What follows belongs to an exercise in optimizing a design on an open flow for small area, a short achievable clock period and few clock cycles; a production flow would make more cautious choices.
No run shown here included a check of the RTL's function; only the layout flow was run.

## flow/design.v (module list and top-level ports; edited modules follow where they fit)
// module iter_counter: 14 lines
// module jw_control: 16 lines
// module jw_step: 448 lines
// module jw_fa: 10 lines
// module jw_ha: 9 lines
// module pixel_result: 15 lines
// module julia_worker: 143 lines
// module jw_start: 17 lines
// module jw_sure_escape: 17 lines
module julia_worker (
	input  logic               tb_clk,
	input  logic               rst,
	input  logic               start,
	input  logic [19:0]        pixel,   
	input  logic [43:0]        c,       
	input  logic               mc_busy,
	output logic               ready,
	output logic               done,
	output logic [63:0]        result   
);
  // ...
==> flow/run.sh <==
#!/bin/bash
# synth_recipe.tcl (not shown) runs the flow's synth.tcl, then flattens the netlist and writes it again
# the make line also repeats each setting of config.mk as NAME=value (left out here)
make -C /OpenROAD-flow-scripts/flow DESIGN_CONFIG=/design/flow/config.mk WORK_HOME=/design/flow/orfs CLKGATE_MAP_FILE= SYNTH_SCRIPT=/design/flow/synth_recipe.tcl finish
==> flow/config.mk <==
export PLATFORM = sky130hd
export DESIGN_NAME = julia_worker
export DESIGN_NICKNAME = julia_worker
export VERILOG_FILES = /design/flow/design.v
export SDC_FILE = /design/flow/constraint.sdc
export NUM_CORES = 4
export LEC_CHECK = 0
export CAP_MARGIN = 60
export CORE_MARGIN = 2
export CORE_UTILIZATION = 40
export SLEW_MARGIN = 60
export SYNTH_HIERARCHICAL = 1
export SYNTH_MINIMUM_KEEP_SIZE = 0
==> flow/constraint.sdc <==
create_clock -name core_clock -period 14.0 [get_ports {tb_clk}]
set_input_delay 2.8000 -clock core_clock [delete_from_list [all_inputs] [get_ports {tb_clk}]]
set_output_delay 2.8000 -clock core_clock [all_outputs]
set_load 0.01 [all_outputs]
==> flow_summary.yaml, run 1 <==
outcome:
  run_status: "no timing/DRC/antenna violations"
setup_path:
  crit_path_start_kind: "flop"
  arrival_ns: 7.11
  worst-path-stages: 19
  worst-path-buf-inv: 3
  required_ns: 14.33
sta:
  fin_worst_hold_slack_ns: 0.422
  min_period_over_period_pct: 48.4
  final_setup_skew_ns: 0.0140
  slew_headroom_pct: 59.4
  rsz0062_at_grt: "false"
global_routing:
  met2_track_utilization_from_global_routing_pct: 33.2
  grt_first_pass_wirelength_um: 74000
  track_usage_pct: 20.1
clock_tree:
  cts_hold_buffers: 0
synth:
  synthArstFlopShare_pct: 0
  synth_fa_ha_area_share_pct: 39.7
  synthesized_area_fraction_occupied_by_ao_oa_aoi_and_oai_cells_pct: 9.52
routing:
  detail_route.first_pass.iterations: 5
placed_design:
  port_buffers: 113
  dpl-instance-area_um2: 20300
  dpl.hpwl_um: 34900
layout:
  count_of_inverters_other_than_clock_inverters_in_the_layout: 123
  utilization_pct: 45.1
  max_ffs_per_register: 28
  n_fill_cell: 4340
floorplanning:
  die-area_um2: 48700
==> module julia_worker, before the edit <==
module julia_worker (
	input  logic               tb_clk,
	input  logic               rst,
	input  logic               start,
	input  logic [19:0]        pixel,   
	input  logic [43:0]        c,       
	input  logic               mc_busy,
	output logic               ready,
	output logic               done,
	output logic [63:0]        result   
);
	logic        busy;
	logic        load;
	logic        tree_escaped;
	logic        periodic;
	logic [7:0]  count;
	logic [19:0] pix_q;
	logic [13:0] xr, xi, xr0, xi0;    
	logic [1:0]  xr_top, xi_top;    
	logic        ovr, ovi;
	logic [15:0] nnre, nnim;          
	logic [14:0] cre, cim, cre0, cim0;
	logic [27:0] z_seen;
	logic        waiting;     
	logic        w_dec;       
	logic        w_black;     
	logic        esc_q;       
	logic        per_q;       
	logic        res_free;
	logic        sure_esc;
	logic        stop;
	logic        step;
	logic        transfer;
	logic [19:0] res_index;
	logic [19:0] pix_index;
	logic [7:0]  res_count;
	logic        res_black;
	jw_sure_escape u_sure (
		.xr       (xr),
		.xi       (xi),
		.ovr      (ovr),
		.ovi      (ovi),
		.sure_esc (sure_esc)
	);
	assign stop = esc_q | per_q | sure_esc | (count == 8'(MAX_ITER));
	assign step = busy & ~waiting & ~stop;
	jw_control u_control (
		.rst      (rst),
		.start    (start),
		.mc_busy  (mc_busy),
		.busy     (busy),
		.waiting  (waiting),
		.done     (done),
		.stop     (stop),
		.ready    (ready),
		.load     (load),
		.res_free (res_free)
	);
	iter_counter u_counter (
		.tb_clk   (tb_clk),
		.load     (load),
		.step     (step),
		.count    (count)
	);
	assign transfer = busy & res_free & (waiting | stop);
	always_ff @(posedge tb_clk) begin
		if (rst) begin
			busy    <= 1'b0;
			waiting <= 1'b0;
			done    <= 1'b0;
			esc_q   <= 1'b0;
			per_q   <= 1'b0;
		end else begin
			busy    <= load | (busy & ~transfer);
			waiting <= busy & ~load & ~res_free & (waiting | stop);
			done    <= transfer | (done & mc_busy);
			esc_q   <= step & tree_escaped;
			per_q   <= step & periodic;
		end
		if (~waiting) begin
			w_dec   <= esc_q;
			w_black <= ~esc_q & (per_q | (count == 8'(MAX_ITER)));
		end
	end
	always_ff @(posedge tb_clk) begin
		if (res_free) begin
			res_index <= pix_index;
			if (waiting) begin
				res_count <= w_dec ? count - 8'd1 : count;
				res_black <= w_black;
			end else begin
				res_count <= esc_q ? count - 8'd1 : count;
				res_black <= ~esc_q & (per_q | (count == 8'(MAX_ITER)));
			end
		end
	end
	jw_start u_start (
		.pixel (pixel),
		.c     (c),
		.xr    (xr0),
		.xi    (xi0),
		.cre   (cre0),
		.cim   (cim0)
	);
	jw_step u_step (
		.nxr     (xr),
		.nxi     (xi),
		.cre     (cre),
		.cim     (cim),
		.escaped (tree_escaped),
		.nnre    (nnre),
		.nnim    (nnim)
	);
	always_ff @(posedge tb_clk) begin
		if (count[3:0] == 4'd0) begin
			z_seen <= {xr, xi};
		end
	end
	assign periodic = (count != 8'd0) & ~ovr & ~ovi & ({xr, xi} == z_seen);
	assign ovr = {xr_top, xr[13]} != {3{xr[13]}};
	assign ovi = {xi_top, xi[13]} != {3{xi[13]}};
	always_ff @(posedge tb_clk) begin
		if (load) begin
			{xr_top, xr} <= ~{{2{xr0[13]}}, xr0};
			{xi_top, xi} <= ~{{2{xi0[13]}}, xi0};
		end else begin
			{xr_top, xr} <= nnre;
			{xi_top, xi} <= nnim;
		end
		if (load) begin
			cre   <= cre0;
			cim   <= cim0;
			pix_q <= pixel;
		end
	end
	assign pix_index = {pix_q[9:0], 9'd0} + {2'd0, pix_q[9:0], 7'd0} + 20'(pix_q[19:10]);
	pixel_result u_result (
		.index  (res_index),
		.count  (res_count),
		.black  (res_black),
		.result (result)
	);
endmodule
==> inputs of run 2 (changes only) <==
--- a/flow/design.v
+++ b/flow/design.v
@@ -57,32 +57,32 @@
 	output logic res_free
 );
 	assign ready    = ~busy | (stop & ~waiting & ~done);
 	assign load     = ready & start & ~rst;
 	assign res_free = ~done | ~mc_busy;
 endmodule
 `timescale 1ns/1ps
 module jw_step (
-	input  logic [13:0] nxr,      
-	input  logic [13:0] nxi,
+	input  logic [13:0] xr,       
+	input  logic [13:0] xi,
+	input  logic [13:0] xr_sq,    
+	input  logic [13:0] xi_sq,
 	input  logic [14:0] cre,
 	input  logic [14:0] cim,
 	output logic        escaped,
-	output logic [15:0] nnre,     
-	output logic [15:0] nnim
+	output logic [15:0] nre,
+	output logic [15:0] nim
 );
 	logic [27:0] ta_r0, ta_r1, tb_r0, tb_r1, tp_r0, tp_r1;
 	logic [11:0] ca_s, cb_s, cp_s;
 	logic        ca, cb, cp;
 	logic [16:0] te_r0, te_r1, esum;
 	logic [15:0] tr_r0, tr_r1;
 	logic [14:0] ti_r0, ti_r1;
-	logic [13:0] xr, xi;
-	logic [15:0] nre, nim;
 	logic [6:0]  bneg, bone, btwo;
 	logic [14:0] bpp0, bpp1, bpp2, bpp3, bpp4, bpp5, bpp6;
 	logic [14:0] yb, xs1, xs2;
 	logic tas1, tac1, tas2, tac2, tas3, tac3, tas4, tac4, tas5, tac5, tas6, tac6, tas7, tac7, tas8, tac8;
 	logic tas9, tac9, tas10, tac10, tas11, tac11, tas12, tac12, tas13, tac13, tas14, tac14, tas15, tac15, tas16, tac16;
 	logic tas17, tac17, tas18, tac18, tas19, tac19, tas20, tac20, tas21, tac21, tas22, tac22, tas23, tac23, tas24, tac24;
 	logic tas25, tac25, tas26, tac26, tas27, tac27, tas28, tac28, tas29, tac29, tas30, tac30, tas31, tac31, tas32, tac32;
 	logic tas33, tac33, tas34, tac34, tas35, tac35, tas36, tac36, tas37, tac37, tas38, tac38, tas39, tac39, tas40, tac40;
@@ -117,18 +117,16 @@
 	logic tes266, trs267, trc267, trs268, trc268, trs269, trc269, trs270, trc270, trs271, trc271, trs272, trc272, trs273, trc273, trs274;
 	logic trc274, trs275, trc275, trs276, trc276, trs277, trc277, trs278, trc278, trs279, trc279, trs280, trc280, trs281, trc281, trs282;
 	logic trc282, trs283, trc283, trs284, trc284, trs285, trc285, trs286, trc286, trs287, trc287, trs288, trc288, trs289, trc289, trs290;
 	logic trc290, trs291, trc291, trs292, trc292, trs293, trc293, trs294, trc294, trs295, trc295, trs296, trc296, trs297, trc297, trs298;
 	logic trc298, trs299, trc299, trs300, trc300, trs301, trc301, trs302, trc302, trs303, trc303, trs304, trc304, trs305, trc305, trs306;
 	logic trc306, trs307, trc307, trs308, trc308, trs309, trc309, trs310, trc310, trs311, trc311, trs312, trs313, trs314, tis315, tic315;
 	logic tis316, tic316, tis317, tic317, tis318, tic318, tis319, tic319, tis320, tic320, tis321, tic321, tis322, tic322, tis323, tic323;
 	logic tis324, tic324, tis325, tic325, tis326, tic326, tis327, tic327, tis328, tic328, tis329;
-	assign xr = ~nxr;
-	assign xi = ~nxi;
 	assign yb  = {xr, 1'b0};
 	assign xs1 = {xi[13], xi};
 	assign xs2 = {xi, 1'b0};
 	assign bneg[0] = yb[2];
 	assign bone[0] = yb[1] ^ yb[0];
 	assign btwo[0] = (yb[2] & ~yb[1] & ~yb[0]) | (~yb[2] & yb[1] & yb[0]);
 	assign bpp0 = (({15{bone[0]}} & xs1) | ({15{btwo[0]}} & xs2)) ^ {15{bneg[0]}};
 	assign bneg[1] = yb[4];
@@ -156,152 +154,152 @@
 	assign btwo[6] = (yb[14] & ~yb[13] & ~yb[12]) | (~yb[14] & yb[13] & yb[12]);
 	assign bpp6 = (({15{bone[6]}} & xs1) | ({15{btwo[6]}} & xs2)) ^ {15{bneg[6]}};
 	assign ca_s = {1'b0, ta_r0[10:0]} + {1'b0, ta_r1[10:0]};
 	assign cb_s = {1'b0, tb_r0[10:0]} + {1'b0, tb_r1[10:0]};
 	assign cp_s = {1'b0, tp_r0[10:0]} + {1'b0, tp_r1[10:0]};
 	assign ca = ca_s[11];
 	assign cb = cb_s[11];
 	assign cp = cp_s[11];
-	jw_ha u_ta1 (.a(xr[2]), .b((xr[0] & xr[3])), .s(tas1), .co(tac1));
-	jw_ha u_ta2 (.a((xr[0] & xr[4])), .b((xr[1] & xr[3])), .s(tas2), .co(tac2));
-	jw_fa u_ta3 (.a(xr[3]), .b((xr[0] & xr[5])), .c((xr[1] & xr[4])), .s(tas3), .co(tac3));
-	jw_ha u_ta4 (.a((xr[2] & xr[3])), .b(tac2), .s(tas4), .co(tac4));
-	jw_fa u_ta5 (.a((xr[0] & xr[6])), .b((xr[1] & xr[5])), .c((xr[2] & xr[4])), .s(tas5), .co(tac5));
+	jw_ha u_ta1 (.a(xr_sq[2]), .b((xr_sq[0] & xr_sq[3])), .s(tas1), .co(tac1));
+	jw_ha u_ta2 (.a((xr_sq[0] & xr_sq[4])), .b((xr_sq[1] & xr_sq[3])), .s(tas2), .co(tac2));
+	jw_fa u_ta3 (.a(xr_sq[3]), .b((xr_sq[0] & xr_sq[5])), .c((xr_sq[1] & xr_sq[4])), .s(tas3), .co(tac3));
+	jw_ha u_ta4 (.a((xr_sq[2] & xr_sq[3])), .b(tac2), .s(tas4), .co(tac4));
+	jw_fa u_ta5 (.a((xr_sq[0] & xr_sq[6])), .b((xr_sq[1] & xr_sq[5])), .c((xr_sq[2] & xr_sq[4])), .s(tas5), .co(tac5));
 	jw_ha u_ta6 (.a(tac3), .b(tac4), .s(tas6), .co(tac6));
-	jw_fa u_ta7 (.a(xr[4]), .b((xr[0] & xr[7])), .c((xr[1] & xr[6])), .s(tas7), .co(tac7));
-	jw_fa u_ta8 (.a((xr[2] & xr[5])), .b((xr[3] & xr[4])), .c(tac5), .s(tas8), .co(tac8));
+	jw_fa u_ta7 (.a(xr_sq[4]), .b((xr_sq[0] & xr_sq[7])), .c((xr_sq[1] & xr_sq[6])), .s(tas7), .co(tac7));
+	jw_fa u_ta8 (.a((xr_sq[2] & xr_sq[5])), .b((xr_sq[3] & xr_sq[4])), .c(tac5), .s(tas8), .co(tac8));
 	jw_ha u_ta9 (.a(tas7), .b(tac6), .s(tas9), .co(tac9));
-	jw_fa u_ta10 (.a((xr[0] & xr[8])), .b((xr[1] & xr[7])), .c((xr[2] & xr[6])), .s(tas10), .co(tac10));
-	jw_fa u_ta11 (.a((xr[3] & xr[5])), .b(tac7), .c(tas10), .s(tas11), .co(tac11));
+	jw_fa u_ta10 (.a((xr_sq[0] & xr_sq[8])), .b((xr_sq[1] & xr_sq[7])), .c((xr_sq[2] & xr_sq[6])), .s(tas10), .co(tac10));
+	jw_fa u_ta11 (.a((xr_sq[3] & xr_sq[5])), .b(tac7), .c(tas10), .s(tas11), .co(tac11));
 	jw_ha u_ta12 (.a(tac8), .b(tac9), .s(tas12), .co(tac12));
-	jw_fa u_ta13 (.a(xr[5]), .b((xr[0] & xr[9])), .c((xr[1] & xr[8])), .s(tas13), .co(tac13));
-	jw_fa u_ta14 (.a((xr[2] & xr[7])), .b((xr[3] & xr[6])), .c((xr[4] & xr[5])), .s(tas14), .co(tac14));
+	jw_fa u_ta13 (.a(xr_sq[5]), .b((xr_sq[0] & xr_sq[9])), .c((xr_sq[1] & xr_sq[8])), .s(tas13), .co(tac13));
+	jw_fa u_ta14 (.a((xr_sq[2] & xr_sq[7])), .b((xr_sq[3] & xr_sq[6])), .c((xr_sq[4] & xr_sq[5])), .s(tas14), .co(tac14));
 	jw_fa u_ta15 (.a(tac10), .b(tas13), .c(tas14), .s(tas15), .co(tac15));
 	jw_ha u_ta16 (.a(tac11), .b(tas15), .s(tas16), .co(tac16));
-	jw_fa u_ta17 (.a((xr[0] & xr[10])), .b((xr[1] & xr[9])), .c((xr[2] & xr[8])), .s(tas17), .co(tac17));
-	jw_fa u_ta18 (.a((xr[3] & xr[7])), .b((xr[4] & xr[6])), .c(tac13), .s(tas18), .co(tac18));
+	jw_fa u_ta17 (.a((xr_sq[0] & xr_sq[10])), .b((xr_sq[1] & xr_sq[9])), .c((xr_sq[2] & xr_sq[8])), .s(tas17), .co(tac17));
+	jw_fa u_ta18 (.a((xr_sq[3] & xr_sq[7])), .b((xr_sq[4] & xr_sq[6])), .c(tac13), .s(tas18), .co(tac18));
 	jw_fa u_ta19 (.a(tac14), .b(tas17), .c(tac15), .s(tas19), .co(tac19));
 	jw_ha u_ta20 (.a(tas18), .b(tac16), .s(tas20), .co(tac20));
-	jw_fa u_ta21 (.a(xr[6]), .b((xr[0] & xr[11])), .c((xr[1] & xr[10])), .s(tas21), .co(tac21));
-	jw_fa u_ta22 (.a((xr[2] & xr[9])), .b((xr[3] & xr[8])), .c((xr[4] & xr[7])), .s(tas22), .co(tac22));
-	jw_fa u_ta23 (.a((xr[5] & xr[6])), .b(tac17), .c(tas21), .s(tas23), .co(tac23));
+	jw_fa u_ta21 (.a(xr_sq[6]), .b((xr_sq[0] & xr_sq[11])), .c((xr_sq[1] & xr_sq[10])), .s(tas21), .co(tac21));
+	jw_fa u_ta22 (.a((xr_sq[2] & xr_sq[9])), .b((xr_sq[3] & xr_sq[8])), .c((xr_sq[4] & xr_sq[7])), .s(tas22), .co(tac22));
+	jw_fa u_ta23 (.a((xr_sq[5] & xr_sq[6])), .b(tac17), .c(tas21), .s(tas23), .co(tac23));
 	jw_fa u_ta24 (.a(tas22), .b(tac18), .c(tas23), .s(tas24), .co(tac24));
 	jw_ha u_ta25 (.a(tac19), .b(tac20), .s(tas25), .co(tac25));
-	jw_fa u_ta26 (.a((xr[0] & xr[12])), .b((xr[1] & xr[11])), .c((xr[2] & xr[10])), .s(tas26), .co(tac26));
-	jw_fa u_ta27 (.a((xr[3] & xr[9])), .b((xr[4] & xr[8])), .c((xr[5] & xr[7])), .s(tas27), .co(tac27));
+	jw_fa u_ta26 (.a((xr_sq[0] & xr_sq[12])), .b((xr_sq[1] & xr_sq[11])), .c((xr_sq[2] & xr_sq[10])), .s(tas26), .co(tac26));
+	jw_fa u_ta27 (.a((xr_sq[3] & xr_sq[9])), .b((xr_sq[4] & xr_sq[8])), .c((xr_sq[5] & xr_sq[7])), .s(tas27), .co(tac27));
 	jw_fa u_ta28 (.a(tac21), .b(tac22), .c(tas26), .s(tas28), .co(tac28));
 	jw_fa u_ta29 (.a(tas27), .b(tac23), .c(tas28), .s(tas29), .co(tac29));
 	jw_ha u_ta30 (.a(tac24), .b(tas29), .s(tas30), .co(tac30));
-	jw_fa u_ta31 (.a(1'b1), .b(xr[7]), .c((xr[1] & xr[12])), .s(tas31), .co(tac31));
-	jw_fa u_ta32 (.a((xr[2] & xr[11])), .b((xr[3] & xr[10])), .c((xr[4] & xr[9])), .s(tas32), .co(tac32));
-	jw_fa u_ta33 (.a((xr[5] & xr[8])), .b((xr[6] & xr[7])), .c(~(xr[13] & xr[0])), .s(tas33), .co(tac33));
+	jw_fa u_ta31 (.a(1'b1), .b(xr_sq[7]), .c((xr_sq[1] & xr_sq[12])), .s(tas31), .co(tac31));
+	jw_fa u_ta32 (.a((xr_sq[2] & xr_sq[11])), .b((xr_sq[3] & xr_sq[10])), .c((xr_sq[4] & xr_sq[9])), .s(tas32), .co(tac32));
+	jw_fa u_ta33 (.a((xr_sq[5] & xr_sq[8])), .b((xr_sq[6] & xr_sq[7])), .c(~(xr_sq[13] & xr_sq[0])), .s(tas33), .co(tac33));
 	jw_fa u_ta34 (.a(tac26), .b(tac27), .c(tas31), .s(tas34), .co(tac34));
 	jw_fa u_ta35 (.a(tas32), .b(tas33), .c(tac28), .s(tas35), .co(tac35));
-	jw_fa u_ta36 (.a(tas34), .b(tac29), .c(tas35), .s(tas36), .co(tac36));
-	jw_fa u_ta37 (.a((xr[2] & xr[12])), .b((xr[3] & xr[11])), .c((xr[4] & xr[10])), .s(tas37), .co(tac37));
-	jw_fa u_ta38 (.a((xr[5] & xr[9])), .b((xr[6] & xr[8])), .c(~(xr[13] & xr[1])), .s(tas38), .co(tac38));
+	jw_fa u_ta36 (.a(tas34), .b(tas35), .c(tac29), .s(tas36), .co(tac36));
+	jw_fa u_ta37 (.a((xr_sq[2] & xr_sq[12])), .b((xr_sq[3] & xr_sq[11])), .c((xr_sq[4] & xr_sq[10])), .s(tas37), .co(tac37));
+	jw_fa u_ta38 (.a((xr_sq[5] & xr_sq[9])), .b((xr_sq[6] & xr_sq[8])), .c(~(xr_sq[13] & xr_sq[1])), .s(tas38), .co(tac38));
 	jw_fa u_ta39 (.a(tac31), .b(tac32), .c(tac33), .s(tas39), .co(tac39));
 	jw_fa u_ta40 (.a(tas37), .b(tas38), .c(tac34), .s(tas40), .co(tac40));
 	jw_fa u_ta41 (.a(tas39), .b(tac35), .c(tas40), .s(tas41), .co(tac41));
-	jw_fa u_ta42 (.a(xr[8]), .b((xr[3] & xr[12])), .c((xr[4] & xr[11])), .s(tas42), .co(tac42));
-	jw_fa u_ta43 (.a((xr[5] & xr[10])), .b((xr[6] & xr[9])), .c((xr[7] & xr[8])), .s(tas43), .co(tac43));
-	jw_fa u_ta44 (.a(~(xr[13] & xr[2])), .b(tac37), .c(tac38), .s(tas44), .co(tac44));
+	jw_fa u_ta42 (.a(xr_sq[8]), .b((xr_sq[3] & xr_sq[12])), .c((xr_sq[4] & xr_sq[11])), .s(tas42), .co(tac42));
+	jw_fa u_ta43 (.a((xr_sq[5] & xr_sq[10])), .b((xr_sq[6] & xr_sq[9])), .c((xr_sq[7] & xr_sq[8])), .s(tas43), .co(tac43));
+	jw_fa u_ta44 (.a(~(xr_sq[13] & xr_sq[2])), .b(tac37), .c(tac38), .s(tas44), .co(tac44));
 	jw_fa u_ta45 (.a(tas42), .b(tas43), .c(tac39), .s(tas45), .co(tac45));
 	jw_fa u_ta46 (.a(tas44), .b(tac40), .c(tas45), .s(tas46), .co(tac46));
-	jw_fa u_ta47 (.a((xr[4] & xr[12])), .b((xr[5] & xr[11])), .c((xr[6] & xr[10])), .s(tas47), .co(tac47));
-	jw_fa u_ta48 (.a((xr[7] & xr[9])), .b(~(xr[13] & xr[3])), .c(tac42), .s(tas48), .co(tac48));
+	jw_fa u_ta47 (.a((xr_sq[4] & xr_sq[12])), .b((xr_sq[5] & xr_sq[11])), .c((xr_sq[6] & xr_sq[10])), .s(tas47), .co(tac47));
+	jw_fa u_ta48 (.a((xr_sq[7] & xr_sq[9])), .b(~(xr_sq[13] & xr_sq[3])), .c(tac42), .s(tas48), .co(tac48));
 	jw_fa u_ta49 (.a(tac43), .b(tas47), .c(tac44), .s(tas49), .co(tac49));
 	jw_fa u_ta50 (.a(tas48), .b(tac45), .c(tas49), .s(tas50), .co(tac50));
-	jw_fa u_ta51 (.a(xr[9]), .b((xr[5] & xr[12])), .c((xr[6] & xr[11])), .s(tas51), .co(tac51));
-	jw_fa u_ta52 (.a((xr[7] & xr[10])), .b((xr[8] & xr[9])), .c(~(xr[13] & xr[4])), .s(tas52), .co(tac52));
+	jw_fa u_ta51 (.a(xr_sq[9]), .b((xr_sq[5] & xr_sq[12])), .c((xr_sq[6] & xr_sq[11])), .s(tas51), .co(tac51));
+	jw_fa u_ta52 (.a((xr_sq[7] & xr_sq[10])), .b((xr_sq[8] & xr_sq[9])), .c(~(xr_sq[13] & xr_sq[4])), .s(tas52), .co(tac52));
 	jw_fa u_ta53 (.a(tac47), .b(tas51), .c(tas52), .s(tas53), .co(tac53));
 	jw_fa u_ta54 (.a(tac48), .b(tas53), .c(tac49), .s(tas54), .co(tac54));
-	jw_fa u_ta55 (.a((xr[6] & xr[12])), .b((xr[7] & xr[11])), .c((xr[8] & xr[10])), .s(tas55), .co(tac55));
-	jw_fa u_ta56 (.a(~(xr[13] & xr[5])), .b(tac51), .c(tac52), .s(tas56), .co(tac56));
+	jw_fa u_ta55 (.a((xr_sq[6] & xr_sq[12])), .b((xr_sq[7] & xr_sq[11])), .c((xr_sq[8] & xr_sq[10])), .s(tas55), .co(tac55));
+	jw_fa u_ta56 (.a(~(xr_sq[13] & xr_sq[5])), .b(tac51), .c(tac52), .s(tas56), .co(tac56));
 	jw_fa u_ta57 (.a(tas55), .b(tac53), .c(tas56), .s(tas57), .co(tac57));
-	jw_fa u_ta58 (.a(xr[10]), .b((xr[7] & xr[12])), .c((xr[8] & xr[11])), .s(tas58), .co(tac58));
-	jw_fa u_ta59 (.a((xr[9] & xr[10])), .b(~(xr[13] & xr[6])), .c(tac55), .s(tas59), .co(tac59));
+	jw_fa u_ta58 (.a(xr_sq[10]), .b((xr_sq[7] & xr_sq[12])), .c((xr_sq[8] & xr_sq[11])), .s(tas58), .co(tac58));
+	jw_fa u_ta59 (.a((xr_sq[9] & xr_sq[10])), .b(~(xr_sq[13] & xr_sq[6])), .c(tac55), .s(tas59), .co(tac59));
 	jw_fa u_ta60 (.a(tas58), .b(tac56), .c(tas59), .s(tas60), .co(tac60));
-	jw_fa u_ta61 (.a((xr[8] & xr[12])), .b((xr[9] & xr[11])), .c(~(xr[13] & xr[7])), .s(tas61), .co(tac61));
+	jw_fa u_ta61 (.a((xr_sq[8] & xr_sq[12])), .b((xr_sq[9] & xr_sq[11])), .c(~(xr_sq[13] & xr_sq[7])), .s(tas61), .co(tac61));
 	jw_fa u_ta62 (.a(tac58), .b(tas61), .c(tac59), .s(tas62), .co(tac62));
-	jw_fa u_ta63 (.a(xr[11]), .b((xr[10] & xr[11])), .c((xr[9] & xr[12])), .s(tas63), .co(tac63));
-	jw_fa u_ta64 (.a(~(xr[13] & xr[8])), .b(tac61), .c(tas63), .s(tas64), .co(tac64));
-	jw_fa u_ta65 (.a((xr[10] & xr[12])), .b(~(xr[13] & xr[9])), .c(tac63), .s(tas65), .co(tac65));
-	jw_fa u_ta66 (.a(xr[12]), .b((xr[11] & xr[12])), .c(~(xr[13] & xr[10])), .s(tas66), .co(tac66));
-	assign ta_r0 = {1'b1, ~(xr[13] & xr[12]), ~(xr[13] & xr[11]), tac65, tac64, tac62, tac60, tac57, tac54, tac50, tac46, tac41, tac36, tac30, tac25, tas24, tas19, tac12, tas11, tas8, tas5, tas3, tac1, (xr[1] & xr[2]), (xr[0] & xr[2]), (xr[0] & xr[1]), 1'b0, xr[0]};
-	assign ta_r1 = {1'b0, xr[13], tac66, tas66, tas65, tas64, tas62, tas60, tas57, tas54, tas50, tas46, tas41, tas36, tas30, tas25, tas20, tas16, tas12, tas9, tas6, tas4, tas2, tas1, 1'b0, xr[1], 1'b0, 1'b0};
-	jw_ha u_tb67 (.a(xi[2]), .b((xi[0] & xi[3])), .s(tbs67), .co(tbc67));
-	jw_ha u_tb68 (.a((xi[0] & xi[4])), .b((xi[1] & xi[3])), .s(tbs68), .co(tbc68));
-	jw_fa u_tb69 (.a(xi[3]), .b((xi[0] & xi[5])), .c((xi[1] & xi[4])), .s(tbs69), .co(tbc69));
-	jw_ha u_tb70 (.a((xi[2] & xi[3])), .b(tbc68), .s(tbs70), .co(tbc70));
-	jw_fa u_tb71 (.a((xi[0] & xi[6])), .b((xi[1] & xi[5])), .c((xi[2] & xi[4])), .s(tbs71), .co(tbc71));
+	jw_fa u_ta63 (.a(xr_sq[11]), .b((xr_sq[10] & xr_sq[11])), .c((xr_sq[9] & xr_sq[12])), .s(tas63), .co(tac63));
+	jw_fa u_ta64 (.a(~(xr_sq[13] & xr_sq[8])), .b(tac61), .c(tas63), .s(tas64), .co(tac64));
+	jw_fa u_ta65 (.a((xr_sq[10] & xr_sq[12])), .b(~(xr_sq[13] & xr_sq[9])), .c(tac63), .s(tas65), .co(tac65));
+	jw_fa u_ta66 (.a(xr_sq[12]), .b((xr_sq[11] & xr_sq[12])), .c(~(xr_sq[13] & xr_sq[10])), .s(tas66), .co(tac66));
+	assign ta_r0 = {1'b1, ~(xr_sq[13] & xr_sq[12]), ~(xr_sq[13] & xr_sq[11]), tac65, tac64, tac62, tac60, tac57, tac54, tac50, tac46, tac41, tac36, tac30, tac25, tas24, tas19, tac12, tas11, tas8, tas5, tas3, tac1, (xr_sq[1] & xr_sq[2]), (xr_sq[0] & xr_sq[2]), (xr_sq[0] & xr_sq[1]), 1'b0, xr_sq[0]};
+	assign ta_r1 = {1'b0, xr_sq[13], tac66, tas66, tas65, tas64, tas62, tas60, tas57, tas54, tas50, tas46, tas41, tas36, tas30, tas25, tas20, tas16, tas12, tas9, tas6, tas4, tas2, tas1, 1'b0, xr_sq[1], 1'b0, 1'b0};
+	jw_ha u_tb67 (.a(xi_sq[2]), .b((xi_sq[0] & xi_sq[3])), .s(tbs67), .co(tbc67));
+	jw_ha u_tb68 (.a((xi_sq[0] & xi_sq[4])), .b((xi_sq[1] & xi_sq[3])), .s(tbs68), .co(tbc68));
+	jw_fa u_tb69 (.a(xi_sq[3]), .b((xi_sq[0] & xi_sq[5])), .c((xi_sq[1] & xi_sq[4])), .s(tbs69), .co(tbc69));
+	jw_ha u_tb70 (.a((xi_sq[2] & xi_sq[3])), .b(tbc68), .s(tbs70), .co(tbc70));
+	jw_fa u_tb71 (.a((xi_sq[0] & xi_sq[6])), .b((xi_sq[1] & xi_sq[5])), .c((xi_sq[2] & xi_sq[4])), .s(tbs71), .co(tbc71));
 	jw_ha u_tb72 (.a(tbc69), .b(tbc70), .s(tbs72), .co(tbc72));
-	jw_fa u_tb73 (.a(xi[4]), .b((xi[0] & xi[7])), .c((xi[1] & xi[6])), .s(tbs73), .co(tbc73));
-	jw_fa u_tb74 (.a((xi[2] & xi[5])), .b((xi[3] & xi[4])), .c(tbc71), .s(tbs74), .co(tbc74));
+	jw_fa u_tb73 (.a(xi_sq[4]), .b((xi_sq[0] & xi_sq[7])), .c((xi_sq[1] & xi_sq[6])), .s(tbs73), .co(tbc73));
+	jw_fa u_tb74 (.a((xi_sq[2] & xi_sq[5])), .b((xi_sq[3] & xi_sq[4])), .c(tbc71), .s(tbs74), .co(tbc74));
 	jw_ha u_tb75 (.a(tbs73), .b(tbc72), .s(tbs75), .co(tbc75));
-	jw_fa u_tb76 (.a((xi[0] & xi[8])), .b((xi[1] & xi[7])), .c((xi[2] & xi[6])), .s(tbs76), .co(tbc76));
-	jw_fa u_tb77 (.a((xi[3] & xi[5])), .b(tbc73), .c(tbs76), .s(tbs77), .co(tbc77));
+	jw_fa u_tb76 (.a((xi_sq[0] & xi_sq[8])), .b((xi_sq[1] & xi_sq[7])), .c((xi_sq[2] & xi_sq[6])), .s(tbs76), .co(tbc76));
+	jw_fa u_tb77 (.a((xi_sq[3] & xi_sq[5])), .b(tbc73), .c(tbs76), .s(tbs77), .co(tbc77));
 	jw_ha u_tb78 (.a(tbc74), .b(tbc75), .s(tbs78), .co(tbc78));
-	jw_fa u_tb79 (.a(xi[5]), .b((xi[0] & xi[9])), .c((xi[1] & xi[8])), .s(tbs79), .co(tbc79));
-	jw_fa u_tb80 (.a((xi[2] & xi[7])), .b((xi[3] & xi[6])), .c((xi[4] & xi[5])), .s(tbs80), .co(tbc80));
+	jw_fa u_tb79 (.a(xi_sq[5]), .b((xi_sq[0] & xi_sq[9])), .c((xi_sq[1] & xi_sq[8])), .s(tbs79), .co(tbc79));
+	jw_fa u_tb80 (.a((xi_sq[2] & xi_sq[7])), .b((xi_sq[3] & xi_sq[6])), .c((xi_sq[4] & xi_sq[5])), .s(tbs80), .co(tbc80));
 	jw_fa u_tb81 (.a(tbc76), .b(tbs79), .c(tbs80), .s(tbs81), .co(tbc81));
 	jw_ha u_tb82 (.a(tbc77), .b(tbs81), .s(tbs82), .co(tbc82));
-	jw_fa u_tb83 (.a((xi[0] & xi[10])), .b((xi[1] & xi[9])), .c((xi[2] & xi[8])), .s(tbs83), .co(tbc83));
-	jw_fa u_tb84 (.a((xi[3] & xi[7])), .b((xi[4] & xi[6])), .c(tbc79), .s(tbs84), .co(tbc84));
+	jw_fa u_tb83 (.a((xi_sq[0] & xi_sq[10])), .b((xi_sq[1] & xi_sq[9])), .c((xi_sq[2] & xi_sq[8])), .s(tbs83), .co(tbc83));
+	jw_fa u_tb84 (.a((xi_sq[3] & xi_sq[7])), .b((xi_sq[4] & xi_sq[6])), .c(tbc79), .s(tbs84), .co(tbc84));
 	jw_fa u_tb85 (.a(tbc80), .b(tbs83), .c(tbc81), .s(tbs85), .co(tbc85));
 	jw_ha u_tb86 (.a(tbs84), .b(tbc82), .s(tbs86), .co(tbc86));
-	jw_fa u_tb87 (.a(xi[6]), .b((xi[0] & xi[11])), .c((xi[1] & xi[10])), .s(tbs87), .co(tbc87));
-	jw_fa u_tb88 (.a((xi[2] & xi[9])), .b((xi[3] & xi[8])), .c((xi[4] & xi[7])), .s(tbs88), .co(tbc88));
-	jw_fa u_tb89 (.a((xi[5] & xi[6])), .b(tbc83), .c(tbs87), .s(tbs89), .co(tbc89));
+	jw_fa u_tb87 (.a(xi_sq[6]), .b((xi_sq[0] & xi_sq[11])), .c((xi_sq[1] & xi_sq[10])), .s(tbs87), .co(tbc87));
+	jw_fa u_tb88 (.a((xi_sq[2] & xi_sq[9])), .b((xi_sq[3] & xi_sq[8])), .c((xi_sq[4] & xi_sq[7])), .s(tbs88), .co(tbc88));
+	jw_fa u_tb89 (.a((xi_sq[5] & xi_sq[6])), .b(tbc83), .c(tbs87), .s(tbs89), .co(tbc89));
 	jw_fa u_tb90 (.a(tbs88), .b(tbc84), .c(tbs89), .s(tbs90), .co(tbc90));
 	jw_ha u_tb91 (.a(tbc85), .b(tbc86), .s(tbs91), .co(tbc91));
-	jw_fa u_tb92 (.a((xi[0] & xi[12])), .b((xi[1] & xi[11])), .c((xi[2] & xi[10])), .s(tbs92), .co(tbc92));
-	jw_fa u_tb93 (.a((xi[3] & xi[9])), .b((xi[4] & xi[8])), .c((xi[5] & xi[7])), .s(tbs93), .co(tbc93));
+	jw_fa u_tb92 (.a((xi_sq[0] & xi_sq[12])), .b((xi_sq[1] & xi_sq[11])), .c((xi_sq[2] & xi_sq[10])), .s(tbs92), .co(tbc92));
+	jw_fa u_tb93 (.a((xi_sq[3] & xi_sq[9])), .b((xi_sq[4] & xi_sq[8])), .c((xi_sq[5] & xi_sq[7])), .s(tbs93), .co(tbc93));
 	jw_fa u_tb94 (.a(tbc87), .b(tbc88), .c(tbs92), .s(tbs94), .co(tbc94));
 	jw_fa u_tb95 (.a(tbs93), .b(tbc89), .c(tbs94), .s(tbs95), .co(tbc95));
 	jw_ha u_tb96 (.a(tbc90), .b(tbs95), .s(tbs96), .co(tbc96));
-	jw_fa u_tb97 (.a(1'b1), .b(xi[7]), .c((xi[1] & xi[12])), .s(tbs97), .co(tbc97));
-	jw_fa u_tb98 (.a((xi[2] & xi[11])), .b((xi[3] & xi[10])), .c((xi[4] & xi[9])), .s(tbs98), .co(tbc98));
-	jw_fa u_tb99 (.a((xi[5] & xi[8])), .b((xi[6] & xi[7])), .c(~(xi[13] & xi[0])), .s(tbs99), .co(tbc99));
+	jw_fa u_tb97 (.a(1'b1), .b(xi_sq[7]), .c((xi_sq[1] & xi_sq[12])), .s(tbs97), .co(tbc97));
+	jw_fa u_tb98 (.a((xi_sq[2] & xi_sq[11])), .b((xi_sq[3] & xi_sq[10])), .c((xi_sq[4] & xi_sq[9])), .s(tbs98), .co(tbc98));
+	jw_fa u_tb99 (.a((xi_sq[5] & xi_sq[8])), .b((xi_sq[6] & xi_sq[7])), .c(~(xi_sq[13] & xi_sq[0])), .s(tbs99), .co(tbc99));
 	jw_fa u_tb100 (.a(tbc92), .b(tbc93), .c(tbs97), .s(tbs100), .co(tbc100));
 	jw_fa u_tb101 (.a(tbs98), .b(tbs99), .c(tbc94), .s(tbs101), .co(tbc101));
-	jw_fa u_tb102 (.a(tbs100), .b(tbc95), .c(tbs101), .s(tbs102), .co(tbc102));
-	jw_fa u_tb103 (.a((xi[2] & xi[12])), .b((xi[3] & xi[11])), .c((xi[4] & xi[10])), .s(tbs103), .co(tbc103));
-	jw_fa u_tb104 (.a((xi[5] & xi[9])), .b((xi[6] & xi[8])), .c(~(xi[13] & xi[1])), .s(tbs104), .co(tbc104));
+	jw_fa u_tb102 (.a(tbs100), .b(tbs101), .c(tbc95), .s(tbs102), .co(tbc102));
+	jw_fa u_tb103 (.a((xi_sq[2] & xi_sq[12])), .b((xi_sq[3] & xi_sq[11])), .c((xi_sq[4] & xi_sq[10])), .s(tbs103), .co(tbc103));
+	jw_fa u_tb104 (.a((xi_sq[5] & xi_sq[9])), .b((xi_sq[6] & xi_sq[8])), .c(~(xi_sq[13] & xi_sq[1])), .s(tbs104), .co(tbc104));
 	jw_fa u_tb105 (.a(tbc97), .b(tbc98), .c(tbc99), .s(tbs105), .co(tbc105));
 	jw_fa u_tb106 (.a(tbs103), .b(tbs104), .c(tbc100), .s(tbs106), .co(tbc106));
 	jw_fa u_tb107 (.a(tbs105), .b(tbc101), .c(tbs106), .s(tbs107), .co(tbc107));
-	jw_fa u_tb108 (.a(xi[8]), .b((xi[3] & xi[12])), .c((xi[4] & xi[11])), .s(tbs108), .co(tbc108));
-	jw_fa u_tb109 (.a((xi[5] & xi[10])), .b((xi[6] & xi[9])), .c((xi[7] & xi[8])), .s(tbs109), .co(tbc109));
-	jw_fa u_tb110 (.a(~(xi[13] & xi[2])), .b(tbc103), .c(tbc104), .s(tbs110), .co(tbc110));
+	jw_fa u_tb108 (.a(xi_sq[8]), .b((xi_sq[3] & xi_sq[12])), .c((xi_sq[4] & xi_sq[11])), .s(tbs108), .co(tbc108));
+	jw_fa u_tb109 (.a((xi_sq[5] & xi_sq[10])), .b((xi_sq[6] & xi_sq[9])), .c((xi_sq[7] & xi_sq[8])), .s(tbs109), .co(tbc109));
+	jw_fa u_tb110 (.a(~(xi_sq[13] & xi_sq[2])), .b(tbc103), .c(tbc104), .s(tbs110), .co(tbc110));
 	jw_fa u_tb111 (.a(tbs108), .b(tbs109), .c(tbc105), .s(tbs111), .co(tbc111));
 	jw_fa u_tb112 (.a(tbs110), .b(tbc106), .c(tbs111), .s(tbs112), .co(tbc112));
-	jw_fa u_tb113 (.a((xi[4] & xi[12])), .b((xi[5] & xi[11])), .c((xi[6] & xi[10])), .s(tbs113), .co(tbc113));
-	jw_fa u_tb114 (.a((xi[7] & xi[9])), .b(~(xi[13] & xi[3])), .c(tbc108), .s(tbs114), .co(tbc114));
+	jw_fa u_tb113 (.a((xi_sq[4] & xi_sq[12])), .b((xi_sq[5] & xi_sq[11])), .c((xi_sq[6] & xi_sq[10])), .s(tbs113), .co(tbc113));
+	jw_fa u_tb114 (.a((xi_sq[7] & xi_sq[9])), .b(~(xi_sq[13] & xi_sq[3])), .c(tbc108), .s(tbs114), .co(tbc114));
 	jw_fa u_tb115 (.a(tbc109), .b(tbs113), .c(tbc110), .s(tbs115), .co(tbc115));
 	jw_fa u_tb116 (.a(tbs114), .b(tbc111), .c(tbs115), .s(tbs116), .co(tbc116));
-	jw_fa u_tb117 (.a(xi[9]), .b((xi[5] & xi[12])), .c((xi[6] & xi[11])), .s(tbs117), .co(tbc117));
-	jw_fa u_tb118 (.a((xi[7] & xi[10])), .b((xi[8] & xi[9])), .c(~(xi[13] & xi[4])), .s(tbs118), .co(tbc118));
+	jw_fa u_tb117 (.a(xi_sq[9]), .b((xi_sq[5] & xi_sq[12])), .c((xi_sq[6] & xi_sq[11])), .s(tbs117), .co(tbc117));
+	jw_fa u_tb118 (.a((xi_sq[7] & xi_sq[10])), .b((xi_sq[8] & xi_sq[9])), .c(~(xi_sq[13] & xi_sq[4])), .s(tbs118), .co(tbc118));
 	jw_fa u_tb119 (.a(tbc113), .b(tbs117), .c(tbs118), .s(tbs119), .co(tbc119));
 	jw_fa u_tb120 (.a(tbc114), .b(tbs119), .c(tbc115), .s(tbs120), .co(tbc120));
-	jw_fa u_tb121 (.a((xi[6] & xi[12])), .b((xi[7] & xi[11])), .c((xi[8] & xi[10])), .s(tbs121), .co(tbc121));
-	jw_fa u_tb122 (.a(~(xi[13] & xi[5])), .b(tbc117), .c(tbc118), .s(tbs122), .co(tbc122));
+	jw_fa u_tb121 (.a((xi_sq[6] & xi_sq[12])), .b((xi_sq[7] & xi_sq[11])), .c((xi_sq[8] & xi_sq[10])), .s(tbs121), .co(tbc121));
+	jw_fa u_tb122 (.a(~(xi_sq[13] & xi_sq[5])), .b(tbc117), .c(tbc118), .s(tbs122), .co(tbc122));
 	jw_fa u_tb123 (.a(tbs121), .b(tbc119), .c(tbs122), .s(tbs123), .co(tbc123));
-	jw_fa u_tb124 (.a(xi[10]), .b((xi[7] & xi[12])), .c((xi[8] & xi[11])), .s(tbs124), .co(tbc124));
-	jw_fa u_tb125 (.a((xi[9] & xi[10])), .b(~(xi[13] & xi[6])), .c(tbc121), .s(tbs125), .co(tbc125));
+	jw_fa u_tb124 (.a(xi_sq[10]), .b((xi_sq[7] & xi_sq[12])), .c((xi_sq[8] & xi_sq[11])), .s(tbs124), .co(tbc124));
+	jw_fa u_tb125 (.a((xi_sq[9] & xi_sq[10])), .b(~(xi_sq[13] & xi_sq[6])), .c(tbc121), .s(tbs125), .co(tbc125));
 	jw_fa u_tb126 (.a(tbs124), .b(tbc122), .c(tbs125), .s(tbs126), .co(tbc126));
-	jw_fa u_tb127 (.a((xi[8] & xi[12])), .b((xi[9] & xi[11])), .c(~(xi[13] & xi[7])), .s(tbs127), .co(tbc127));
+	jw_fa u_tb127 (.a((xi_sq[8] & xi_sq[12])), .b((xi_sq[9] & xi_sq[11])), .c(~(xi_sq[13] & xi_sq[7])), .s(tbs127), .co(tbc127));
 	jw_fa u_tb128 (.a(tbc124), .b(tbs127), .c(tbc125), .s(tbs128), .co(tbc128));
-	jw_fa u_tb129 (.a(xi[11]), .b((xi[10] & xi[11])), .c((xi[9] & xi[12])), .s(tbs129), .co(tbc129));
-	jw_fa u_tb130 (.a(~(xi[13] & xi[8])), .b(tbc127), .c(tbs129), .s(tbs130), .co(tbc130));
-	jw_fa u_tb131 (.a((xi[10] & xi[12])), .b(~(xi[13] & xi[9])), .c(tbc129), .s(tbs131), .co(tbc131));
-	jw_fa u_tb132 (.a(xi[12]), .b((xi[11] & xi[12])), .c(~(xi[13] & xi[10])), .s(tbs132), .co(tbc132));
-	assign tb_r0 = {1'b1, ~(xi[13] & xi[12]), ~(xi[13] & xi[11]), tbc131, tbc130, tbc128, tbc126, tbc123, tbc120, tbc116, tbc112, tbc107, tbc102, tbc96, tbc91, tbs90, tbs85, tbc78, tbs77, tbs74, tbs71, tbs69, tbc67, (xi[1] & xi[2]), (xi[0] & xi[2]), (xi[0] & xi[1]), 1'b0, xi[0]};
-	assign tb_r1 = {1'b0, xi[13], tbc132, tbs132, tbs131, tbs130, tbs128, tbs126, tbs123, tbs120, tbs116, tbs112, tbs107, tbs102, tbs96, tbs91, tbs86, tbs82, tbs78, tbs75, tbs72, tbs70, tbs68, tbs67, 1'b0, xi[1], 1'b0, 1'b0};
+	jw_fa u_tb129 (.a(xi_sq[11]), .b((xi_sq[10] & xi_sq[11])), .c((xi_sq[9] & xi_sq[12])), .s(tbs129), .co(tbc129));
+	jw_fa u_tb130 (.a(~(xi_sq[13] & xi_sq[8])), .b(tbc127), .c(tbs129), .s(tbs130), .co(tbc130));
+	jw_fa u_tb131 (.a((xi_sq[10] & xi_sq[12])), .b(~(xi_sq[13] & xi_sq[9])), .c(tbc129), .s(tbs131), .co(tbc131));
+	jw_fa u_tb132 (.a(xi_sq[12]), .b((xi_sq[11] & xi_sq[12])), .c(~(xi_sq[13] & xi_sq[10])), .s(tbs132), .co(tbc132));
+	assign tb_r0 = {1'b1, ~(xi_sq[13] & xi_sq[12]), ~(xi_sq[13] & xi_sq[11]), tbc131, tbc130, tbc128, tbc126, tbc123, tbc120, tbc116, tbc112, tbc107, tbc102, tbc96, tbc91, tbs90, tbs85, tbc78, tbs77, tbs74, tbs71, tbs69, tbc67, (xi_sq[1] & xi_sq[2]), (xi_sq[0] & xi_sq[2]), (xi_sq[0] & xi_sq[1]), 1'b0, xi_sq[0]};
+	assign tb_r1 = {1'b0, xi_sq[13], tbc132, tbs132, tbs131, tbs130, tbs128, tbs126, tbs123, tbs120, tbs116, tbs112, tbs107, tbs102, tbs96, tbs91, tbs86, tbs82, tbs78, tbs75, tbs72, tbs70, tbs68, tbs67, 1'b0, xi_sq[1], 1'b0, 1'b0};
 	jw_ha u_tp133 (.a(bneg[5]), .b(bpp0[10]), .s(tps133), .co(tpc133));
 	jw_ha u_tp134 (.a(bpp0[11]), .b(bpp1[9]), .s(tps134), .co(tpc134));
 	jw_fa u_tp135 (.a(bneg[6]), .b(bpp0[12]), .c(bpp1[10]), .s(tps135), .co(tpc135));
 	jw_ha u_tp136 (.a(bpp2[8]), .b(bpp3[6]), .s(tps136), .co(tpc136));
 	jw_fa u_tp137 (.a(bpp0[13]), .b(bpp1[11]), .c(bpp2[9]), .s(tps137), .co(tpc137));
 	jw_ha u_tp138 (.a(bpp3[7]), .b(bpp4[5]), .s(tps138), .co(tpc138));
 	jw_fa u_tp139 (.a(1'b1), .b(~bpp0[14]), .c(bpp1[12]), .s(tps139), .co(tpc139));
 	jw_fa u_tp140 (.a(bpp2[10]), .b(bpp3[8]), .c(bpp4[6]), .s(tps140), .co(tpc140));
@@ -417,17 +415,17 @@
 	jw_fa u_te248 (.a(tes246), .b(tec244), .c(tes247), .s(tes248), .co(tec248));
 	jw_fa u_te249 (.a(1'b1), .b(ta_r0[22]), .c(ta_r1[22]), .s(tes249), .co(tec249));
 	jw_fa u_te250 (.a(tb_r0[22]), .b(tb_r1[22]), .c(tec246), .s(tes250), .co(tec250));
 	jw_fa u_te251 (.a(tes249), .b(tec247), .c(tes250), .s(tes251), .co(tec251));
 	jw_fa u_te252 (.a(1'b1), .b(ta_r0[23]), .c(ta_r1[23]), .s(tes252), .co(tec252));
 	jw_fa u_te253 (.a(tb_r0[23]), .b(tb_r1[23]), .c(tes252), .s(tes253), .co(tec253));
 	jw_fa u_te254 (.a(tec249), .b(tes253), .c(tec250), .s(tes254), .co(tec254));
 	jw_fa u_te255 (.a(ta_r0[24]), .b(ta_r1[24]), .c(tb_r0[24]), .s(tes255), .co(tec255));
-	jw_fa u_te256 (.a(tb_r1[24]), .b(tec252), .c(tes255), .s(tes256), .co(tec256));
+	jw_fa u_te256 (.a(tb_r1[24]), .b(tes255), .c(tec252), .s(tes256), .co(tec256));
 	jw_ha u_te257 (.a(tec253), .b(tes256), .s(tes257), .co(tec257));
 	jw_fa u_te258 (.a(1'b1), .b(ta_r0[25]), .c(ta_r1[25]), .s(tes258), .co(tec258));
 	jw_fa u_te259 (.a(tb_r0[25]), .b(tb_r1[25]), .c(tes258), .s(tes259), .co(tec259));
 	jw_fa u_te260 (.a(tec255), .b(tes259), .c(tec256), .s(tes260), .co(tec260));
 	jw_fa u_te261 (.a(1'b1), .b(ta_r0[26]), .c(ta_r1[26]), .s(tes261), .co(tec261));
 	jw_fa u_te262 (.a(tb_r0[26]), .b(tb_r1[26]), .c(tes261), .s(tes262), .co(tec262));
 	jw_fa u_te263 (.a(tec258), .b(tes262), .c(tec259), .s(tes263), .co(tec263));
 	assign tes264 = 1'b1 ^ ta_r0[27] ^ ta_r1[27];
@@ -470,18 +468,18 @@
 	jw_fa u_tr299 (.a(trs297), .b(trc295), .c(trs298), .s(trs299), .co(trc299));
 	jw_fa u_tr300 (.a(cre[11]), .b(ta_r0[22]), .c(ta_r1[22]), .s(trs300), .co(trc300));
 	jw_fa u_tr301 (.a(~tb_r0[22]), .b(~tb_r1[22]), .c(trc297), .s(trs301), .co(trc301));
 	jw_fa u_tr302 (.a(trs300), .b(trc298), .c(trs301), .s(trs302), .co(trc302));
 	jw_fa u_tr303 (.a(cre[12]), .b(ta_r0[23]), .c(ta_r1[23]), .s(trs303), .co(trc303));
 	jw_fa u_tr304 (.a(~tb_r0[23]), .b(~tb_r1[23]), .c(trs303), .s(trs304), .co(trc304));
 	jw_fa u_tr305 (.a(trc300), .b(trs304), .c(trc301), .s(trs305), .co(trc305));
 	jw_fa u_tr306 (.a(cre[13]), .b(ta_r0[24]), .c(ta_r1[24]), .s(trs306), .co(trc306));
-	jw_fa u_tr307 (.a(~tb_r0[24]), .b(~tb_r1[24]), .c(trc303), .s(trs307), .co(trc307));
-	jw_fa u_tr308 (.a(trs306), .b(trc304), .c(trs307), .s(trs308), .co(trc308));
+	jw_fa u_tr307 (.a(~tb_r0[24]), .b(~tb_r1[24]), .c(trs306), .s(trs307), .co(trc307));
+	jw_fa u_tr308 (.a(trc303), .b(trc304), .c(trs307), .s(trs308), .co(trc308));
 	jw_fa u_tr309 (.a(cre[14]), .b(ta_r0[25]), .c(ta_r1[25]), .s(trs309), .co(trc309));
 	jw_fa u_tr310 (.a(~tb_r0[25]), .b(~tb_r1[25]), .c(trs309), .s(trs310), .co(trc310));
 	jw_fa u_tr311 (.a(trc306), .b(trs310), .c(trc307), .s(trs311), .co(trc311));
 	assign trs312 = cre[14] ^ ta_r0[26] ^ ta_r1[26];
 	assign trs313 = ~tb_r0[26] ^ ~tb_r1[26] ^ trs312;
 	assign trs314 = trc309 ^ trs313 ^ trc310;
 	assign tr_r0 = {trc311, trc308, trc305, trc302, trc299, trc296, trc293, trc290, trc287, trc284, trc281, trc278, trc275, trs274, trs271, ~cb};
 	assign tr_r1 = {trs314, trs311, trs308, trs305, trs302, trs299, trs296, trs293, trs290, trs287, trs284, trs281, trs278, trs275, trs272, trs269};
@@ -501,18 +499,16 @@
 	jw_fa u_ti328 (.a(cim[14]), .b(tp_r0[24]), .c(tp_r1[24]), .s(tis328), .co(tic328));
 	assign tis329 = cim[14] ^ tp_r0[25] ^ tp_r1[25];
 	assign ti_r0 = {tic328, tic327, tic326, tic325, tic324, tic323, tic322, tic321, tic320, tic319, tic318, tic317, tic316, tic315, tp_r1[11]};
 	assign ti_r1 = {tis329, tis328, tis327, tis326, tis325, tis324, tis323, tis322, tis321, tis320, tis319, tis318, tis317, tis316, tis315};
 	assign esum = te_r0 + te_r1 + ca;
 	assign escaped = ~esum[16];
 	assign nre = tr_r0 + tr_r1 + ca;
 	assign nim = {ti_r0 + ti_r1 + cp, cim[0]};
-	assign nnre = ~nre;
-	assign nnim = ~nim;
 endmodule
 module jw_fa (
 	input  logic a,
 	input  logic b,
 	input  logic c,
 	output logic s,
 	output logic co
 );
@@ -559,20 +555,21 @@
 	output logic [63:0]        result   
 );
 	logic        busy;
 	logic        load;
 	logic        tree_escaped;
 	logic        periodic;
 	logic [7:0]  count;
 	logic [19:0] pix_q;
-	logic [13:0] xr, xi, xr0, xi0;    
+	logic [13:0] xr, xi, xr0, xi0;
+	logic [13:0] xr_sq, xi_sq;      
 	logic [1:0]  xr_top, xi_top;    
 	logic        ovr, ovi;
-	logic [15:0] nnre, nnim;          
+	logic [15:0] nre, nim;
 	logic [14:0] cre, cim, cre0, cim0;
 	logic [27:0] z_seen;
 	logic        waiting;     
 	logic        w_dec;       
 	logic        w_black;     
 	logic        esc_q;       
 	logic        per_q;       
 	logic        res_free;
@@ -647,41 +644,64 @@
 		.pixel (pixel),
 		.c     (c),
 		.xr    (xr0),
 		.xi    (xi0),
 		.cre   (cre0),
 		.cim   (cim0)
 	);
 	jw_step u_step (
-		.nxr     (xr),
-		.nxi     (xi),
+		.xr      (xr),
+		.xi      (xi),
+		.xr_sq   (xr_sq),
+		.xi_sq   (xi_sq),
 		.cre     (cre),
 		.cim     (cim),
 		.escaped (tree_escaped),
-		.nnre    (nnre),
-		.nnim    (nnim)
+		.nre     (nre),
+		.nim     (nim)
 	);
 	always_ff @(posedge tb_clk) begin
 		if (count[3:0] == 4'd0) begin
 			z_seen <= {xr, xi};
 		end
 	end
 	assign periodic = (count != 8'd0) & ~ovr & ~ovi & ({xr, xi} == z_seen);
 	assign ovr = {xr_top, xr[13]} != {3{xr[13]}};
 	assign ovi = {xi_top, xi[13]} != {3{xi[13]}};
+	jw_zreg #(.W(16)) u_zr (
+		.tb_clk (tb_clk),
+		.load   (load),
+		.d_load ({{2{xr0[13]}}, xr0}),
+		.d_step (nre),
+		.q      ({xr_top, xr})
+	);
+	jw_zreg #(.W(16)) u_zi (
+		.tb_clk (tb_clk),
+		.load   (load),
+		.d_load ({{2{xi0[13]}}, xi0}),
+		.d_step (nim),
+		.q      ({xi_top, xi})
+	);
+	jw_zreg #(.W(14)) u_zr_sq (
+		.tb_clk (tb_clk),
+		.load   (load),
+		.d_load (xr0),
+		.d_step (nre[13:0]),
+		.q      (xr_sq)
+	);
+	jw_zreg #(.W(14)) u_zi_sq (
+		.tb_clk (tb_clk),
+		.load   (load),
+		.d_load (xi0),
+		.d_step (nim[13:0]),
+		.q      (xi_sq)
+	);
 	always_ff @(posedge tb_clk) begin
 		if (load) begin
-			{xr_top, xr} <= ~{{2{xr0[13]}}, xr0};
-			{xi_top, xi} <= ~{{2{xi0[13]}}, xi0};
-		end else begin
-			{xr_top, xr} <= nnre;
-			{xi_top, xi} <= nnim;
-		end
-		if (load) begin
 			cre   <= cre0;
 			cim   <= cim0;
 			pix_q <= pixel;
 		end
 	end
 	assign pix_index = {pix_q[9:0], 9'd0} + {2'd0, pix_q[9:0], 7'd0} + 20'(pix_q[19:10]);
 	pixel_result u_result (
 		.index  (res_index),
@@ -719,8 +739,21 @@
 	assign mr = xr[12:0] ^ {13{xr[13]}};
 	assign mi = xi[12:0] ^ {13{xi[13]}};
 	assign big_r = mr[12] & (|mr[11:0]);
 	assign big_i = mi[12] & (|mi[11:0]);
 	assign mid_r = mr[12] | (mr[11] & (mr[10] | (mr[9] & mr[8] & mr[7])));
 	assign mid_i = mi[12] | (mi[11] & (mi[10] | (mi[9] & mi[8] & mi[7])));
 	assign sure_esc = ovr | ovi | big_r | big_i | (mid_r & mid_i);
 endmodule
+module jw_zreg #(
+	parameter int W = 16
+) (
+	input  logic         tb_clk,
+	input  logic         load,
+	input  logic [W-1:0] d_load,
+	input  logic [W-1:0] d_step,
+	output logic [W-1:0] q
+);
+	always_ff @(posedge tb_clk) begin
+		q <= load ? d_load : d_step;
+	end
+endmodule
==> run 2 against run 1 <==
Synthesized area up 14%; critical path depth down 3; still clean on timing, DRC and antenna; register-to-register slack better by 0.47 ns; utilization down 0.69 points; maximum frequency up 7.4%; cell area up 12%; highest routed layer unchanged; hold slack better by 0.0014 ns; global-route usage about the same; routed wire length up 17%; critical endpoint is now u_zr.q[15]; largest cell class unchanged.
==> flow_summary.yaml, run 2 <==
clock_tree:
  cts_sinks: 182
  cts_tree: "built"
  clk-insertion-delay-late_ns: 0.49
  clock_tree.htree_level_count: 4
  numCtsBuffers: 17
  cts_hold_buffers: 0
  cts.clk_slew.worst_paths_ns: 0.08
  cts_setup_buffers: 0
  cts_root_buffer: "sky130_fd_sc_hd__clkbuf_16"
  max-clock-path-buffers: 2
  cells_resized_by_post_cts_repair: 0
sta:
  hold_viol: 0
  rsz0062_at_grt: "false"
  max_freq_mhz: 159
  worstMarginPinSlew_ns: 0.602
  period_minus_slack_ns: 6.31
  timing.final.ws_setup_ns: 7.69
  finalSetupTns_ns: 0
  min_period_over_period_pct: 45.0
  final_setup_skew_ns: 0.0208
  timing.final.max_slew_violations: 0
  slew_headroom_pct: 59.7
  final_setup_violation_count: 0
setup_path:
  critical-path-top-cell-by-count: "sky130_fd_sc_hd__fa_1"
  arrival_ns: 6.73
  cp_cell_sequence: "and2_1 -> fa_1 -> fa_1 -> fa_1 -> fa_1 -> fa_1 -> fa_1 -> fa_1 -> ha_1 -> nand3_1 -> nor3_1 -> o31ai_1 -> a31oi_1 -> nor4_1 -> a311oi_1 -> mux2_2"
  critical_path.max_stage_delay_ns: 0.59
  critical_path.startpoint: "u_zr_sq.q[12]"
  crit_path_start_kind: "flop"
  reg2reg_to: "u_zr.q[15]"
  r2r_start: "u_zr_sq.q[12]"
  r2r_setup_slack_ns: 7.69
  timing.critical_path.to_type: "flop"
  required_ns: 14.42
  worstSetupPathType: "flop to flop"
  critical-path-slowest-cell: "sky130_fd_sc_hd__dfxtp_1"
  reg2regPathDepth: 16
  crit_path_max_fanout: 15
routing:
  wl_um: 54400
  antenna_violating_nets_post_route: 0
  vias_after_detailed_routing: 15500
  detailed_router_s_first_iteration_violation_count: 991
  detail_route.first_pass.iterations: 5
  average_via_count_per_standard_cell: 5.49
  wire_per_inst_um: 19.3
  drt_drc_violations_left: 0
layout:
  max_ffs_per_register: 28
  ratio_of_cells_with_drive_above_1_in_the_final_layout_pct: 8.40
  num_antenna_cells: 0
  num-nets-final: 2606
  n_fill_cell: 4957
  layout_common_cells: "286 x sky130_fd_sc_hd__fa_1, 175 x sky130_fd_sc_hd__nand2_1, 166 x sky130_fd_sc_hd__and2_1"
  regMostFlops: "z_seen"
  layout-area-overhead-vs-synth_pct: 9.60
  mostFrequentLayoutCell: "sky130_fd_sc_hd__fa_1"
  reg_top3: "z_seen (28), pix_q (20), res_index (20)"
floorplanning:
  die-area_um2: 55200
  die_w_um: 235
  fp.coreArea_um2: 52700
  start_util_pct: 40.5
  dieHeight_um: 235
  core.rowCount: 84
  design.portCount: 134
global_routing:
  pin_count_of_the_biggest_net_entering_global_routing: 71
  first_global_vias: 15600
  grtUsageMet3_pct: 3.14
  grt_first_pass_wirelength_um: 86600
  met2_track_utilization_from_global_routing_pct: 33.3
  grt.overflow.total: 0
  fraction_of_met1_tracks_used_by_global_routing_pct: 26.8
  gr-max-usage-layer: "met2"
  grt_antenna_before_repair: 0
  track_usage_pct: 20.0
min_path:
  timing.hold.worst.start: "pix_q[16]"
  min_delay_worst_endpoint: "res_index[6]"
  min_path_cells: 0
  class_of_the_most_critical_hold_timing_path: "flop to flop"
placed_design:
  gp_routability_congestion: 0.862
  dpl.hpwl_um: 42200
  post-place-ws_ns: 7.74
  port_buffers: 113
synth:
  synthTopCellsByArea: "sky130_fd_sc_hd__fa_1 27%, sky130_fd_sc_hd__edfxtp_1 15%, sky130_fd_sc_hd__ha_1 7.8%"
  synth_cell_type_count: 81
  synth_commonest_cells: "286 x sky130_fd_sc_hd__fa_1, 175 x sky130_fd_sc_hd__nand2_1, 163 x sky130_fd_sc_hd__and2_1"
  synth_most_common_cell: "sky130_fd_sc_hd__fa_1"
  yosysTopAreaCell: "sky130_fd_sc_hd__fa_1"
  synth.cell_area_um2: 21300
  syn-instance-count: 2110
  ys_seq_area_share_pct: 22.2
  number_of_storage_elements_in_the_synthesis_netlist: 182
  synth_warnings: 12
  synthArstFlopShare_pct: 0
  post-synth-top-area-fraction_pct: 26.9
  synthFlopType: "sky130_fd_sc_hd__edfxtp_1"
  synth.avg_cell_area_um2: 10.1
  synth_enable_flop_cells: 108
outcome:
  run_status: "no timing/DRC/antenna violations"
job:
  timing.max_cap.violations: 0
-- run 2: per-stage QoR --
step / utilization (%) / cell area, um^2 / std cells / hold WS, ns
final: 44.4 / 23400 / 2820 / 0.423
after global placement: 43.0 / 22600 / 2785 / 0.402
after global routing: 44.4 / 23400 / 2820 / 0.426
after floorplan: - / 21500 / 2157 / 0.400
after CTS: 44.2 / 23300 / 2817 / 0.421
after detailed placement: 43.1 / 22700 / 2785 / 0.405
-- run 2: worst max path at each step --
stage               slack, ns  cells past startpoint          to
CTS                      7.71                     16  u_zr.q[15]
finish                   7.69                     16  u_zr.q[15]
global placement         7.53                     21  u_zi.q[11]
floorplan                8.31                     19  u_zi.q[11]
detailed placement       7.74                     16  u_zr.q[15]
global route             7.39                     16  u_zr.q[15]
-- run 2: final cells by class --
cell class / instances / area [um^2] / area share, %
clock buffers: 18 / 429 / 1.84
clock inverters: 14 / 168 / 0.718
inverters: 61 / 229 / 0.980
multi-input cells: 1711 / 15500 / 66.4
flip-flops and latches: 182 / 4740 / 20.3
well taps: 688 / 861 / 3.68
repair buffers: 146 / 1420 / 6.06
-- run 2: logic make-up after synthesis --
| group | Yosys count | share of synthesized area (%) |
|---|---|---|
| xor+xnor | 100 | 4.11 |
| fa+ha+maj | 432 | 35.3 |
| flops | 182 | 22.2 |
| mux | 67 | 3.87 |
| compound gates | 404 | 12.3 |
| simple gates | 657 | 16.0 |
| buf+inv | 264 | 6.24 |
| other cells | 4 | 0.0704 |
-- run 2: modules after synthesis, one instance, submodules excluded, excerpt --
module | cells inside | flip-flops and latches | cell area [um^2] | copies in the design
jw_ha | 1 | 0 | 12.5 | 42
jw_step | 1132 | 0 | 6670 | 1
julia_worker | 288 | 114 | 4670 | 1
jw_control | 5 | 0 | 31.3 | 1
pixel_result | 67 | 0 | 474 | 1
iter_counter | 37 | 8 | 339 | 1
jw_start | 94 | 0 | 709 | 1
jw_fa | 1 | 0 | 20.0 | 280
jw_sure_escape | 39 | 0 | 259 | 1
-- run 2: metal layers --
| layer | vias to the layer above | wire length [um] |
|---|---|---|
| li1 | 7214 | - |
| met1 | 7806 | 23900 |
| met2 | 386 | 26600 |
| met3 | 68 | 2530 |
| met4 | 0 | 1360 |
| met5 | - | 0 |
-- run 2: critical path, delay by kind of cell (launching register included) --
kind                       cells  cell delay [ns]
DFF                            1             0.59
AOI/OAI and AO/OA              3             0.94
adders and majority gates      8             3.57
muxes                          1             0.27
and+or+nand+nor                4             0.86

-- re-timing with driven ports --
The results above use ideal ports. As a check the final layouts listed here were re-extracted and re-timed, cells and wires unchanged. Step 1 (the two cells are an assumption about what drives the block):
set clk [get_ports {tb_clk}]
set_driving_cell -lib_cell sky130_fd_sc_hd__clkbuf_16 $clk
set_driving_cell -lib_cell sky130_fd_sc_hd__buf_2 [delete_from_list [all_inputs] $clk]
Step 2, shift: input delay + t, output delay - t, t = (earliest + latest rising clock arrival at the registers) / 2. This alone moves slack from input paths to output paths. Three values: ideal ports, drivers, drivers and shift; two values: the first two.
run | t, ns | slack for setup (ns) | clock arrival spread, ns
run 1 | 0.517 | 7.227 / 7.227 / 7.227 | 0.014 / 0.014
run 2 | 0.535 | 7.695 / 7.695 / 7.695 | 0.022 / 0.022
After both steps every run listed still meets setup and hold.
